What follows belongs to an exercise in optimizing a design on an open flow for small area, a short achievable clock period and few clock cycles per item; a production flow would make more cautious choices.
Function was checked by simulation only, so behaviour that the tests miss may differ from the original.
Power and IR drop assume default switching activity.

==> design.v <==
module dqp_cell #(
	parameter int DATA_W = 32
) (
	input  logic              clk,
	input  logic              we,           
	input  logic              front,        
	input  logic [DATA_W-1:0] new_val,
	input  logic [DATA_W-1:0] new_pri,
	output logic [DATA_W-1:0] val,
	output logic              new_beats     
);
	logic [DATA_W-1:0] val_q;
	logic [DATA_W-1:0] pri_q;
	always_ff @(posedge clk) begin
		if (we) begin
			val_q <= new_val;
			pri_q <= new_pri;
		end
	end
	assign new_beats = $signed({new_pri, front}) > $signed({pri_q, 1'b0});
	assign val       = val_q;
endmodule
module deque_with_max_priority_removal_core (
	input  logic        clk,
	input  logic        arst_n,
	input  logic        cmd_valid,
	output logic        cmd_ready,
	input  logic [2:0]  cmd_command,
	input  logic [31:0] cmd_entry_value,
	input  logic [31:0] cmd_entry_priority,
	output logic        rsp_valid,
	input  logic        rsp_ready,
	output logic [31:0] rsp_removed_value,
	output logic [1:0]  rsp_status,
	output logic [4:0]  rsp_occupancy
);
	localparam int DEPTH  = 16;
	localparam int CNT_W  = 5;
	localparam int DATA_W = 32;
	localparam int RSP_W  = DATA_W + 2 + CNT_W;
	localparam int NFIFO  = 3;
	localparam logic [2:0] CMD_PUSH_FRONT = 3'd0;
	localparam logic [2:0] CMD_PUSH_REAR  = 3'd1;
	localparam logic [2:0] CMD_POP_FRONT  = 3'd2;
	localparam logic [2:0] CMD_POP_REAR   = 3'd3;
	localparam logic [2:0] CMD_POP_MAX    = 3'd4;
	localparam logic [1:0] ST_DONE  = 2'd0;
	localparam logic [1:0] ST_EMPTY = 2'd1;
	localparam logic [1:0] ST_FULL  = 2'd2;
	logic              c_valid_q;
	logic [2:0]        c_cmd_q;
	logic [DATA_W-1:0] c_val_q;
	logic [DATA_W-1:0] c_pri_q;
	logic              ready_q;
	assign cmd_ready = ready_q;
	always_ff @(posedge clk or negedge arst_n) begin
		if (!arst_n) c_valid_q <= 1'b0;
		else         c_valid_q <= cmd_valid && ready_q;
	end
	always_ff @(posedge clk) begin
		c_cmd_q <= cmd_command;
		c_val_q <= cmd_entry_value;
		c_pri_q <= cmd_entry_priority;
	end
	logic [DEPTH-1:0]             valid_q;
	logic [CNT_W-1:0]             count_q;
	logic [DEPTH-1:0][DATA_W-1:0] slot_val;
	logic [DEPTH-1:0]             new_beats;
	logic [DEPTH-1:0]             slot_we;
	logic [DEPTH-1:0][DEPTH-1:0]  before_q;    
	logic [DEPTH-1:0][DEPTH-1:0]  beats_q;     
	logic is_push, is_pop, is_front;
	logic full, empty;
	logic push_ok, pop_ok;
	logic [DEPTH-1:0] free_oh;
	logic [DEPTH-1:0] sel_front, sel_rear, sel_max, sel;
	assign is_push  = (c_cmd_q == CMD_PUSH_FRONT) || (c_cmd_q == CMD_PUSH_REAR);
	assign is_pop   = (c_cmd_q == CMD_POP_FRONT) || (c_cmd_q == CMD_POP_REAR) ||
	                  (c_cmd_q == CMD_POP_MAX);
	assign is_front = (c_cmd_q == CMD_PUSH_FRONT);
	assign full     = &valid_q;
	assign empty    = ~|valid_q;
	assign push_ok  = c_valid_q && is_push && !full;
	assign pop_ok   = c_valid_q && is_pop && !empty;
	assign free_oh = ~valid_q & (valid_q + DEPTH'(1));
	assign slot_we = push_ok ? free_oh : '0;
	genvar g;
	generate
		for (g = 0; g < DEPTH; g++) begin : g_slot
			dqp_cell #(.DATA_W(DATA_W)) u_cell (
				.clk       (clk),
				.we        (slot_we[g]),
				.front     (is_front),
				.new_val   (c_val_q),
				.new_pri   (c_pri_q),
				.val       (slot_val[g]),
				.new_beats (new_beats[g])
			);
		end
	endgenerate
	always_comb begin
		for (int a = 0; a < DEPTH; a++) begin
			sel_front[a] = valid_q[a];
			sel_rear[a]  = valid_q[a];
			sel_max[a]   = valid_q[a];
			for (int b = 0; b < DEPTH; b++) begin
				if (b < a) begin
					sel_front[a] &= !valid_q[b] || !before_q[b][a];
					sel_rear[a]  &= !valid_q[b] ||  before_q[b][a];
					sel_max[a]   &= !valid_q[b] || !beats_q[b][a];
				end else if (b > a) begin
					sel_front[a] &= !valid_q[b] ||  before_q[a][b];
					sel_rear[a]  &= !valid_q[b] || !before_q[a][b];
					sel_max[a]   &= !valid_q[b] ||  beats_q[a][b];
				end
			end
		end
	end
	always_comb begin
		case (c_cmd_q)
			CMD_POP_FRONT: sel = sel_front;
			CMD_POP_REAR:  sel = sel_rear;
			default:       sel = sel_max;
		endcase
	end
	always_ff @(posedge clk or negedge arst_n) begin
		if (!arst_n) begin
			valid_q <= '0;
			count_q <= '0;
		end else begin
			if (push_ok) begin
				valid_q <= valid_q | free_oh;
				count_q <= count_q + CNT_W'(1);
			end else if (pop_ok) begin
				valid_q <= valid_q & ~sel;
				count_q <= count_q - CNT_W'(1);
			end
		end
	end
	always_ff @(posedge clk) begin
		for (int a = 0; a < DEPTH; a++) begin
			for (int b = a + 1; b < DEPTH; b++) begin
				if (slot_we[a]) begin
					before_q[a][b] <= is_front;
					beats_q[a][b]  <= new_beats[b];
				end else if (slot_we[b]) begin
					before_q[a][b] <= !is_front;
					beats_q[a][b]  <= !new_beats[a];
				end
			end
		end
	end
	logic [DATA_W-1:0] removed_d;
	logic [1:0]        status_d;
	logic [CNT_W-1:0]  occ_d;
	logic [RSP_W-1:0]  rsp_d;
	always_comb begin
		removed_d = '0;
		for (int a = 0; a < DEPTH; a++) begin
			removed_d |= slot_val[a] & {DATA_W{sel[a]}};
		end
		if (!pop_ok) removed_d = '0;
		status_d = ST_DONE;
		if (is_push && full) status_d = ST_FULL;
		if (is_pop && empty) status_d = ST_EMPTY;
		occ_d = count_q;
		if (push_ok) occ_d = count_q + CNT_W'(1);
		if (pop_ok)  occ_d = count_q - CNT_W'(1);
	end
	assign rsp_d = {removed_d, status_d, occ_d};
	logic [NFIFO-1:0]            f_valid_q;    
	logic [NFIFO-1:0][RSP_W-1:0] f_data_q;
	logic                        f_pop, f_push;
	logic [NFIFO-1:0]            f_valid_pop;
	logic [NFIFO-1:0]            f_valid_d;
	logic                        c_valid_d;
	assign f_pop       = f_valid_q[0] && rsp_ready;
	assign f_push      = c_valid_q;
	assign f_valid_pop = f_pop ? (f_valid_q >> 1) : f_valid_q;
	assign f_valid_d   = f_push ? {f_valid_pop[NFIFO-2:0], 1'b1} : f_valid_pop;
	assign c_valid_d   = cmd_valid && ready_q;
	always_ff @(posedge clk or negedge arst_n) begin
		if (!arst_n) begin
			f_valid_q <= '0;
			ready_q   <= 1'b1;
		end else begin
			f_valid_q <= f_valid_d;
			ready_q   <= c_valid_d ? !f_valid_d[NFIFO-2] : !f_valid_d[NFIFO-1];
		end
	end
	always_ff @(posedge clk) begin
		for (int i = 0; i < NFIFO; i++) begin
			if (f_push && !f_valid_pop[i] && (i == 0 || f_valid_pop[i-1])) begin
				f_data_q[i] <= rsp_d;
			end else if (f_pop) begin
				f_data_q[i] <= (i == NFIFO - 1) ? f_data_q[i] : f_data_q[i+1];
			end
		end
	end
	assign rsp_valid         = f_valid_q[0];
	assign rsp_removed_value = f_data_q[0][RSP_W-1 -: DATA_W];
	assign rsp_status        = f_data_q[0][CNT_W +: 2];
	assign rsp_occupancy     = f_data_q[0][CNT_W-1:0];
endmodule
==> run.sh <==
#!/bin/bash
# synth_recipe.tcl (not shown) runs the flow's synth.tcl, then flattens the netlist and writes it again
# the make line also repeats each setting of config.mk as NAME=value (left out here)
make -C /OpenROAD-flow-scripts/flow DESIGN_CONFIG=/design/flow/config.mk WORK_HOME=/design/flow/orfs CLKGATE_MAP_FILE= SYNTH_SCRIPT=/design/flow/synth_recipe.tcl finish
==> config.mk <==
export PLATFORM = sky130hd
export DESIGN_NAME = deque_with_max_priority_removal_core
export DESIGN_NICKNAME = deque_with_max_priority_removal_core
export VERILOG_FILES = /design/flow/design.v
export SDC_FILE = /design/flow/constraint.sdc
export NUM_CORES = 4
export LEC_CHECK = 0
export CAP_MARGIN = 20
export CELL_PAD_IN_SITES_DETAIL_PLACEMENT = 1
export CELL_PAD_IN_SITES_GLOBAL_PLACEMENT = 2
export CORE_MARGIN = 2
export CORE_UTILIZATION = 35
export SLEW_MARGIN = 20
==> constraint.sdc <==
create_clock -name core_clock -period 5.5 [get_ports {clk}]
set_input_delay 1.1000 -clock core_clock [delete_from_list [all_inputs] [get_ports {clk}]]
set_output_delay 1.1000 -clock core_clock [all_outputs]
set_load 0.01 [all_outputs]
==> results.cfg <==
[detailed_routing]
routed_wirelength_mm = 290
remaining_drc_errors = 0
drt-initial-drc-count = 4871
final_antenna_net_count = 0
via_per_inst = 5.76
routed-via-count = 50400
wl_per_cell_um = 33.2
first_pass_iteration_count_of_the_detailed_router = 6

[die]
top_level_ports = 112
floorplan.die.height_um = 453
core_footprint_sq_um = 200000
starting_density_of_the_core = 0.353
fp.dieArea_sq_um = 205000
rows = 164
die_width_um = 453

[pwr]
seq_power_share = 0.446
ir_drop_mv = 0.263
switchingPower_w = 0.00875
sw_frac_of_total = 0.291
power_frac_comb = 0.165
power.share.clock = 0.389
total_leakage_power_nw = 32.4
internal-power_w = 0.0213
power.density_nw_per_um2 = 367

[synth]
post_synthesis_sequential_element_count = 1474
synth_edf_count = 1381
ys_types = 93
synth-async-reset-ratio = 0.0176
avgSynthCellArea_sq_um = 12.5
synth.net_count = 6217
synth_seq_area_share = 0.616
syn_area_sq_um = 70500
synthesis.instances = 5630
synth_warnings = 3
ys.flop_type = sky130_fd_sc_hd__edfxtp_1

[worst_setup_path]
setup.worst_path.end_class = flop
cp_max_fo = 25
timing.critical_path.mode_cell = sky130_fd_sc_hd__buf_4
critPathKind = reg2reg
cp_slowest_stage_delay_ns = 0.95
cp_cell_sequence = buf_4 > nand2b_1 > nand4_1 > or4_1 > o41ai_1 > buf_4 > a2111oi_0 > nand4_1 > nor3_1 > buf_4 > o21ai_0
worstPathArrival_ns = 5.32
worstPathRequired_ns = 6.06
worst_setup_path_start_kind = flop
worst_path_max_delay_cell = sky130_fd_sc_hd__dfrtp_2

[place]
detailed_place_hpwl_mm = 206
place.port_buffers = 111
gp_congestion = 1.01

[grt]
track_usage = 0.281
wire_length_of_the_first_global_routing_pass_mm = 406
grt_start_max_net_pins = 75
initial_antenna_violation_count = 10
first_global_vias = 51100
grt_overflow_total = 0

[finish]
multi_input_combinational_cell_area_sq_um = 23600
layout-drive-gt1-share = 0.108
finish.net_count = 6527
final_core_utilization = 0.409
syn_to_final_growth_pct = 16.1
fill_cells = 20900
ff_latch_area_sq_um = 43500

[cts]
numClockSinks = 1474
worst_setup_hold_path_clk_slew_ns = 0.07
tritoncts = done
clk_tree_root_cell = sky130_fd_sc_hd__clkbuf_16
post_cts.repair.setup_buffers = 0
cts_buffers = 172
clock_insertion_delay_worst_skew_ns = 0.86
cts_repair_resize_count = 0
cts_max_level = 4
cts-root-to-sink-buffers = 3
ctsHoldBuffers = 0

[timing]
totalNegativeSetupSlack_ns = 0
slew_headroom = 0.210
rsz0062_at_grt = false
timing.final.max_slew_violations = 0
clock-skew-final_ns = 0.0526
finalCritPeriodShare = 0.865
fmaxAchievable_mhz = 210
final_setup_vio_count = 0
period_needed_ns = 4.76
worst_pin_slew_ns = 1.18
final-hold-violation-count = 0

[flow_run]
maxCapViolations = 0

[min_path]
hp-class = reg2reg

[status]
run_status = timing/DRC/antenna clean
worst max-delay path: cells and delay by family, from the launching register on:
kind	cells	cell delay, ns
simple gates	5	1.87
flops	1	0.95
buf+inv	3	0.81
compound gates	3	0.79
sequential cells by signal (all words and copies together) (netlist names), 5 cells and up:
name and count:
before_q 120, f_data_q 117, beats_q 120, g_slot.u_cell.pri_q 512, valid_q 16, c_pri_q 32
count_q 5, c_val_q 32, g_slot.u_cell.val_q 512
cell usage in the layout, fill, tap and decap left out, drive strengths merged, types with 67 or more instances in the layout:
cell,synthesis,final
a21o,139,139
a21oi,270,270
a22oi,247,247
buf,169,268
clkbuf,74,238
clkdlybuf4s50,0,111
dfxtp,67,67
edfxtp,1381,1381
ha,516,516
inv,595,602
nand2,521,521
nand2b,178,178
nand3,105,105
nand4,222,222
nor2,113,113
nor2b,76,76
o21ai,199,199
synth_stat cells (17+ instances only):
cell type	instances	area (sq um)
sky130_fd_sc_hd__clkbuf_1	74	278
sky130_fd_sc_hd__and2_1	20	125
sky130_fd_sc_hd__edfxtp_1	1381	41500
sky130_fd_sc_hd__o21a_1	27	203
sky130_fd_sc_hd__a21o_1	139	1040
sky130_fd_sc_hd__nor2_1	112	420
sky130_fd_sc_hd__inv_1	584	2190
sky130_fd_sc_hd__nor3_1	56	280
sky130_fd_sc_hd__ha_1	516	6460
sky130_fd_sc_hd__a221oi_1	31	272
sky130_fd_sc_hd__dfxtp_1	67	1340
sky130_fd_sc_hd__dfrtp_1	25	626
sky130_fd_sc_hd__a22o_1	52	455
sky130_fd_sc_hd__buf_2	75	375
sky130_fd_sc_hd__mux2i_1	21	210
sky130_fd_sc_hd__o22ai_1	34	213
sky130_fd_sc_hd__a22oi_1	247	1850
sky130_fd_sc_hd__nor2b_1	75	469
sky130_fd_sc_hd__buf_4	74	556
sky130_fd_sc_hd__a222oi_1	31	310
sky130_fd_sc_hd__or4_1	18	135
sky130_fd_sc_hd__o211ai_1	17	128
sky130_fd_sc_hd__and3_1	30	188
sky130_fd_sc_hd__nand2b_1	178	1110
sky130_fd_sc_hd__buf_6	17	191
sky130_fd_sc_hd__a21boi_0	35	263
sky130_fd_sc_hd__nor4_1	48	300
sky130_fd_sc_hd__nand3_1	102	510
sky130_fd_sc_hd__a211oi_1	22	165
sky130_fd_sc_hd__o21ai_0	183	916
sky130_fd_sc_hd__nand2_1	520	1950
sky130_fd_sc_hd__nand4_1	222	1390
sky130_fd_sc_hd__a21oi_1	268	1340
sky130_fd_sc_hd__o2111ai_1	50	438
logic make-up after synthesis:
| kind of cell | synth area share |
|---|---|
| flops | 0.616 |
| simple gates | 0.108 |
| compound gates | 0.126 |
| buf+inv | 0.0518 |
| fa+ha+maj | 0.0915 |
| mux | 0.00474 |
| xor+xnor | 0.00223 |
worst paths after layout:
check / start / to / slack [ns] / cells past startpoint
max: valid_q[0] / f_data_q[55] / 0.74 / 11
min: f_data_q[78] / f_data_q[39] / 0.52 / 2
max reg2reg: valid_q[0] / f_data_q[55] / 0.74 / 11
min reg2reg: f_data_q[78] / f_data_q[39] / 0.52 / 2
max in group asynchronous: arst_n / valid_q[2] / 4.44 / 2
min in group asynchronous: arst_n / f_valid_q[1] / 0.68 / 2
routing by layer:
layer,vias up,GRT usage,part of all wire
li1,21900,-,-
met1,25900,0.360,0.42
met2,1984,0.462,0.47
met3,594,0.0492,0.063
met4,6,0.128,0.051
met5,-,0,0.00012
area by class of cell:
| class | count | area share |
|---|---|---|
| sequential | 1474 | 0.531 |
| multi-input combinational | 3316 | 0.288 |
| clock buffer | 238 | 0.0590 |
| timing repair buffer | 379 | 0.0421 |
| tap | 2656 | 0.0406 |
| inverter | 597 | 0.0279 |
| clock inverter | 85 | 0.0113 |
| antenna | 7 | 0.000214 |
power groups by stage:
stage	logic, W	clock network (W)	registers (W)
after floorplan	0.00275	0	0.0134
after global routing	0.00530	0.0123	0.0135
final	0.00496	0.0117	0.0134
after CTS	0.00494	0.0119	0.0134
after detailed placement	0.00493	0	0.0137
after global placement	0.00490	0	0.0137
through the flow:
stage | instances | worst slack [ns] | hold WS [ns] | area (sq um) | power [W]
finish | 8752 | 0.742 | 0.523 | 81900 | 0.0301
global route | 8747 | 0.455 | 0.551 | 81900 | 0.0311
CTS | 8745 | 0.542 | 0.530 | 81900 | 0.0303
detailed placement | 8422 | 0.614 | 0.514 | 76100 | 0.0186
global placement | 8420 | 0.658 | 0.502 | 76100 | 0.0186
floorplan | 5630 | 1.13 | 0.486 | 70500 | 0.0162
Testbench counts, summed over its fixed seeds: cycles 16,016, items 16,000.

-- afterwards: timing with drivers on the ports --
The results above use ideal ports. As a check the final layout listed here was re-extracted and re-timed, cells and wires unchanged. Step 1 assumes that a clkbuf_16 drives the clock port and a buf_2 every other input. Step 2 also shifts input and output timing later by t, the mid clock arrival at the registers, as if the neighbouring blocks saw the same clock. Slacks: no drivers / after step 1 / after step 2; pairs: no drivers / after step 1.
t (ns): 0.928
setup slack, ns: 0.742 / 0.742 / 0.742
hold slack, ns: 0.523 / 0.523 / 0.523
slew at the worst register clock pin (ns): 0.07 / 0.07
worst slew at a driven data input, ns: 0.05
After both steps setup and hold are still met in this run. The setup slack of this run moves by 0.000 ns with the drivers and by 0.000 ns with both steps.
